Background: an optimization exercise with open tools, aiming at small area, a short achievable clock period and few clock cycles per item. Do not read the settings as production practice.
In this exercise RTL edits were held to simulation tests only and were not proved equivalent to the original.
Power and IR drop assume default switching activity.

==> flow/design.v <==
`default_nettype none
package msort_pkg;
  localparam int KEY_W = 32;  
  localparam int PAY_W = 32;  
  function automatic logic key_lt(logic [31:0] a, logic [31:0] b);
    logic [31:0] l0, g0;
    logic [15:0] l1, g1;
    logic [7:0]  l2, g2;
    logic [3:0]  l3, g3;
    logic [1:0]  l4, g4;
    l0 = ~a & b;
    g0 = a & ~b;
    for (int i = 0; i < 16; i++) begin
      l1[i] = l0[2*i+1] | (~g0[2*i+1] & l0[2*i]);
      g1[i] = g0[2*i+1] | (~l0[2*i+1] & g0[2*i]);
    end
    for (int i = 0; i < 8; i++) begin
      l2[i] = l1[2*i+1] | (~g1[2*i+1] & l1[2*i]);
      g2[i] = g1[2*i+1] | (~l1[2*i+1] & g1[2*i]);
    end
    for (int i = 0; i < 4; i++) begin
      l3[i] = l2[2*i+1] | (~g2[2*i+1] & l2[2*i]);
      g3[i] = g2[2*i+1] | (~l2[2*i+1] & g2[2*i]);
    end
    for (int i = 0; i < 2; i++) begin
      l4[i] = l3[2*i+1] | (~g3[2*i+1] & l3[2*i]);
      g4[i] = g3[2*i+1] | (~l3[2*i+1] & g3[2*i]);
    end
    key_lt = l4[1] | (~g4[1] & l4[0]);
  endfunction
endpackage
`default_nettype wire
`timescale 1ns/1ps
`default_nettype none
module merge_tree #(
  parameter int W_LOG = 3
) (
  input  wire              CLK,
  input  wire              RST,
  input  logic [63:0]      i_rec,
  input  wire              i_rec_valid,
  input  wire [W_LOG-1:0]  i_rec_idx,
  input  wire              i_req_full,
  input  wire              i_out_full,
  output logic [W_LOG-1:0] o_req_idx,
  output logic             o_req_valid,
  output logic [63:0]      o_rec,
  output logic             o_valid
);
  localparam int NL = 2**W_LOG;
  localparam int NB = 3;                
  logic [63:0]       head [NL];
  logic [NL-1:0]     hv;                
  logic [63:0]       buff [NL][NB];
  logic [NB-1:0]     rp   [NL];         
  logic [NB-1:0]     wp   [NL];         
  logic [NB-1:0]     bcnt [NL];         
  logic [NB:0]       owed [NL];         
  logic [63:0]       bhead [NL];        
  logic [NL-1:0]     pop;
  logic [NL-1:0]     enq;
  logic [NL-1:0]     hload;             
  logic [NL-1:0]     bnz;               
  logic              fire;
  logic [NL-1:0]     req;               
  for (genvar l = 0; l < NL; l++) begin : g_leaf
    always_comb begin
      bhead[l] = '0;
      for (int s = 0; s < NB; s++) bhead[l] = bhead[l] | (rp[l][s] ? buff[l][s] : 64'd0);
    end
    assign bnz[l]   = bcnt[l][0];
    assign enq[l]   = i_rec_valid && (i_rec_idx == W_LOG'(l));
    assign hload[l] = pop[l] | ~hv[l];
  end
  logic [63:0] e2_head [2];           
  logic [1:0]  e2_v, e2_pop;
  for (genvar m = 0; m < 2; m++) begin : g_n1
    logic       lt [4][4];
    logic [3:0] w;
    logic [63:0] sel;
    logic       f;
    for (genvar i = 0; i < 4; i++) begin : g_row
      for (genvar j = 0; j < 4; j++) begin : g_col
        if (i < j) begin : g_cmp
          assign lt[i][j] = msort_pkg::key_lt(head[4*m+i][63:32], head[4*m+j][63:32]);
        end else begin : g_none
          assign lt[i][j] = 1'b0;
        end
      end
    end
    always_comb begin
      for (int i = 0; i < 4; i++) begin
        w[i] = 1'b1;
        for (int j = 0; j < 4; j++) begin
          if (j < i && lt[j][i])  w[i] = 1'b0;
          if (j > i && !lt[i][j]) w[i] = 1'b0;
        end
      end
      sel = '0;
      for (int i = 0; i < 4; i++) sel = sel | (w[i] ? head[4*m+i] : 64'd0);
    end
    assign f = (&hv[4*m+3:4*m]) & (~e2_v[m] | e2_pop[m]);
    assign pop[4*m+3:4*m] = f ? w : 4'b0;
    always_ff @(posedge CLK) begin
      if (RST) e2_v[m] <= 1'b0;
      else if (f | e2_pop[m]) e2_v[m] <= f;
    end
    always_ff @(posedge CLK) begin
      if (f) e2_head[m] <= sel;
    end
  end
  logic root_lt;
  assign root_lt = msort_pkg::key_lt(e2_head[0][63:32], e2_head[1][63:32]);
  assign fire      = e2_v[0] & e2_v[1];
  assign e2_pop[0] = fire & root_lt;
  assign e2_pop[1] = fire & ~root_lt;
  logic [NB:0]   owed_nx [NL];
  logic [NL-1:0] owe_nx;
  logic [NL-1:0] req_nx;
  logic [W_LOG-1:0] req_idx_nx;
  for (genvar l = 0; l < NL; l++) begin : g_owed
    always_comb begin
      case ({pop[l], req[l]})
        2'b10:   owed_nx[l] = {owed[l][NB-1:0], 1'b1};
        2'b01:   owed_nx[l] = {1'b0, owed[l][NB:1]};
        default: owed_nx[l] = owed[l];
      endcase
    end
    assign owe_nx[l] = owed_nx[l][0];
  end
  always_comb begin
    req_nx = '0;
    req_idx_nx = '0;
    for (int l = NL - 1; l >= 0; l--) begin
      if (owe_nx[l]) begin
        req_nx = '0;
        req_nx[l] = 1'b1;
        req_idx_nx = W_LOG'(l);
      end
    end
  end
  always_ff @(posedge CLK) begin
    if (RST) begin
      o_req_valid <= 1'b0;
      req         <= '0;
      o_valid <= 1'b0;
      hv      <= '0;
      for (int l = 0; l < NL; l++) begin
        rp[l]   <= NB'(1);
        wp[l]   <= NB'(1);
        bcnt[l] <= '0;
        owed[l] <= '0;
      end
    end else begin
      o_req_valid <= ~i_req_full & (|owe_nx);
      req         <= i_req_full ? '0 : req_nx;
      o_valid <= fire;
      for (int l = 0; l < NL; l++) begin
        logic bdeq, benq;
        benq = enq[l] & hv[l];
        bdeq = hload[l] & (bnz[l] | enq[l]) & hv[l];
        if (hload[l]) hv[l] <= bnz[l] | enq[l];
        if (bdeq) rp[l] <= {rp[l][NB-2:0], rp[l][NB-1]};
        if (benq) wp[l] <= {wp[l][NB-2:0], wp[l][NB-1]};
        case ({benq, bdeq})
          2'b10:   bcnt[l] <= {bcnt[l][NB-2:0], 1'b1};
          2'b01:   bcnt[l] <= {1'b0, bcnt[l][NB-1:1]};
          default: ;
        endcase
        owed[l] <= owed_nx[l];
      end
    end
  end
  always_ff @(posedge CLK) begin
    o_req_idx <= req_idx_nx;
  end
  always_ff @(posedge CLK) begin
    for (int l = 0; l < NL; l++) begin
      if (hload[l]) head[l] <= bnz[l] ? bhead[l] : i_rec;
      for (int s = 0; s < NB; s++) begin
        if (enq[l] && hv[l] && wp[l][s]) buff[l][s] <= i_rec;
      end
    end
  end
  always_ff @(posedge CLK) begin
    o_rec <= root_lt ? e2_head[0] : e2_head[1];
  end
endmodule
`default_nettype wire
`timescale 1ns/1ps
`default_nettype none
module msort_top (
  input  wire        clk,
  input  wire        rst,
  input  wire [63:0] i_rec,
  input  wire        i_rec_valid,
  input  wire [2:0]  i_rec_idx,
  input  wire        i_req_full,
  input  wire        i_out_full,
  output wire [2:0]  o_req_idx,
  output wire        o_req_valid,
  output wire [63:0] o_rec,
  output wire        o_valid
);
  merge_tree #(.W_LOG(3)) u_tree (
    .CLK(clk), .RST(rst),
    .i_rec(i_rec), .i_rec_valid(i_rec_valid), .i_rec_idx(i_rec_idx),
    .i_req_full(i_req_full), .i_out_full(i_out_full),
    .o_req_idx(o_req_idx), .o_req_valid(o_req_valid),
    .o_rec(o_rec), .o_valid(o_valid)
  );
endmodule
`default_nettype wire
==> flow/config.mk <==
export PLATFORM = sky130hd
export DESIGN_NAME = msort_top
export DESIGN_NICKNAME = msort_top
export VERILOG_FILES = /design/flow/design.v
export SDC_FILE = /design/flow/constraint.sdc
export NUM_CORES = 4
export LEC_CHECK = 0
export CAP_MARGIN = 20
export CORE_MARGIN = 2
export CORE_UTILIZATION = 45
export CTS_BUF_LIST = sky130_fd_sc_hd__clkbuf_16
export CTS_CLUSTER_DIAMETER = 50
export CTS_CLUSTER_SIZE = 20
export SETUP_SLACK_MARGIN = 5
export SLEW_MARGIN = 20
==> flow/constraint.sdc <==
create_clock -name core_clock -period 10.0 [get_ports {clk}]
set_input_delay 2.0000 -clock core_clock [delete_from_list [all_inputs] [get_ports {clk}]]
set_output_delay 2.0000 -clock core_clock [all_outputs]
set_load 0.01 [all_outputs]
standard.sh (not shown) runs the stock make flow with config.mk's settings and CLKGATE_MAP_FILE= SYNTH_SCRIPT=/design/flow/synth_recipe.tcl, a recipe that flattens the netlist after the stock synthesis.
==> flow/flow/run.sh <==
#!/bin/bash
set -euo pipefail
MARGIN=6
sed -e "s/SETUP_SLACK_MARGIN=[0-9.]*/SETUP_SLACK_MARGIN=${MARGIN}/" standard.sh > standard_margin.sh
grep -q "SETUP_SLACK_MARGIN=${MARGIN}" standard_margin.sh
bash standard_margin.sh > flow.log 2>&1
The first run finished with capacitance limit, slew limit left.
Testbench counts at the start, summed over its fixed seeds: cycles 15,389, records 12,966.
Next try:
- CTS_BUF_LIST: sky130_fd_sc_hd__clkbuf_16 -> not set
- CTS_CLUSTER_DIAMETER: 50 -> not set
- CTS_CLUSTER_SIZE: 20 -> not set
After rerunning:
- The changed run ran to the end with violations: capacitance limit, slew limit
- via count barely changes
- worst hold slack is about the same
- total power stays flat
- fmax is higher by 1.2%
- die area is unchanged
- clock skew is higher by 0.050 ns
- setup slack gets better by 0.050 ns
- design area is about the same
- routed wire length hardly moves
- combinational power is lower by about 2%

static timing again, ports no longer ideal:
How much do the figures lean on ideal ports? The routed layouts below were timed once more, with nothing changed but the port constraints.
Step 1 sets driving cells, clkbuf_16 on the clock port and buf_2 on the other inputs (assumed; they add their load-dependent delay and slew).
Step 2 times the ports against the registers' clock, not the clock port: input delays grow and output delays shrink by t, the midpoint of the rising clock arrivals with the driver on.
a / b / c = ideal / step 1 / step 2; a / b = the first two.
run | t, ns | setup WS [ns] | latest minus earliest clock arrival (ns) | worst register clock-pin slew, ns
the first run | 0.961 | 5.844 / 5.844 / 4.995 | 0.069 / 0.069 | 0.08 / 0.08
the second run | 0.974 | 5.894 / 5.894 / 5.066 | 0.121 / 0.121 | 0.07 / 0.07
For the first run, which loses most, drivers alone change the setup slack by 0.000 ns; drivers and shift together by -0.849 ns.
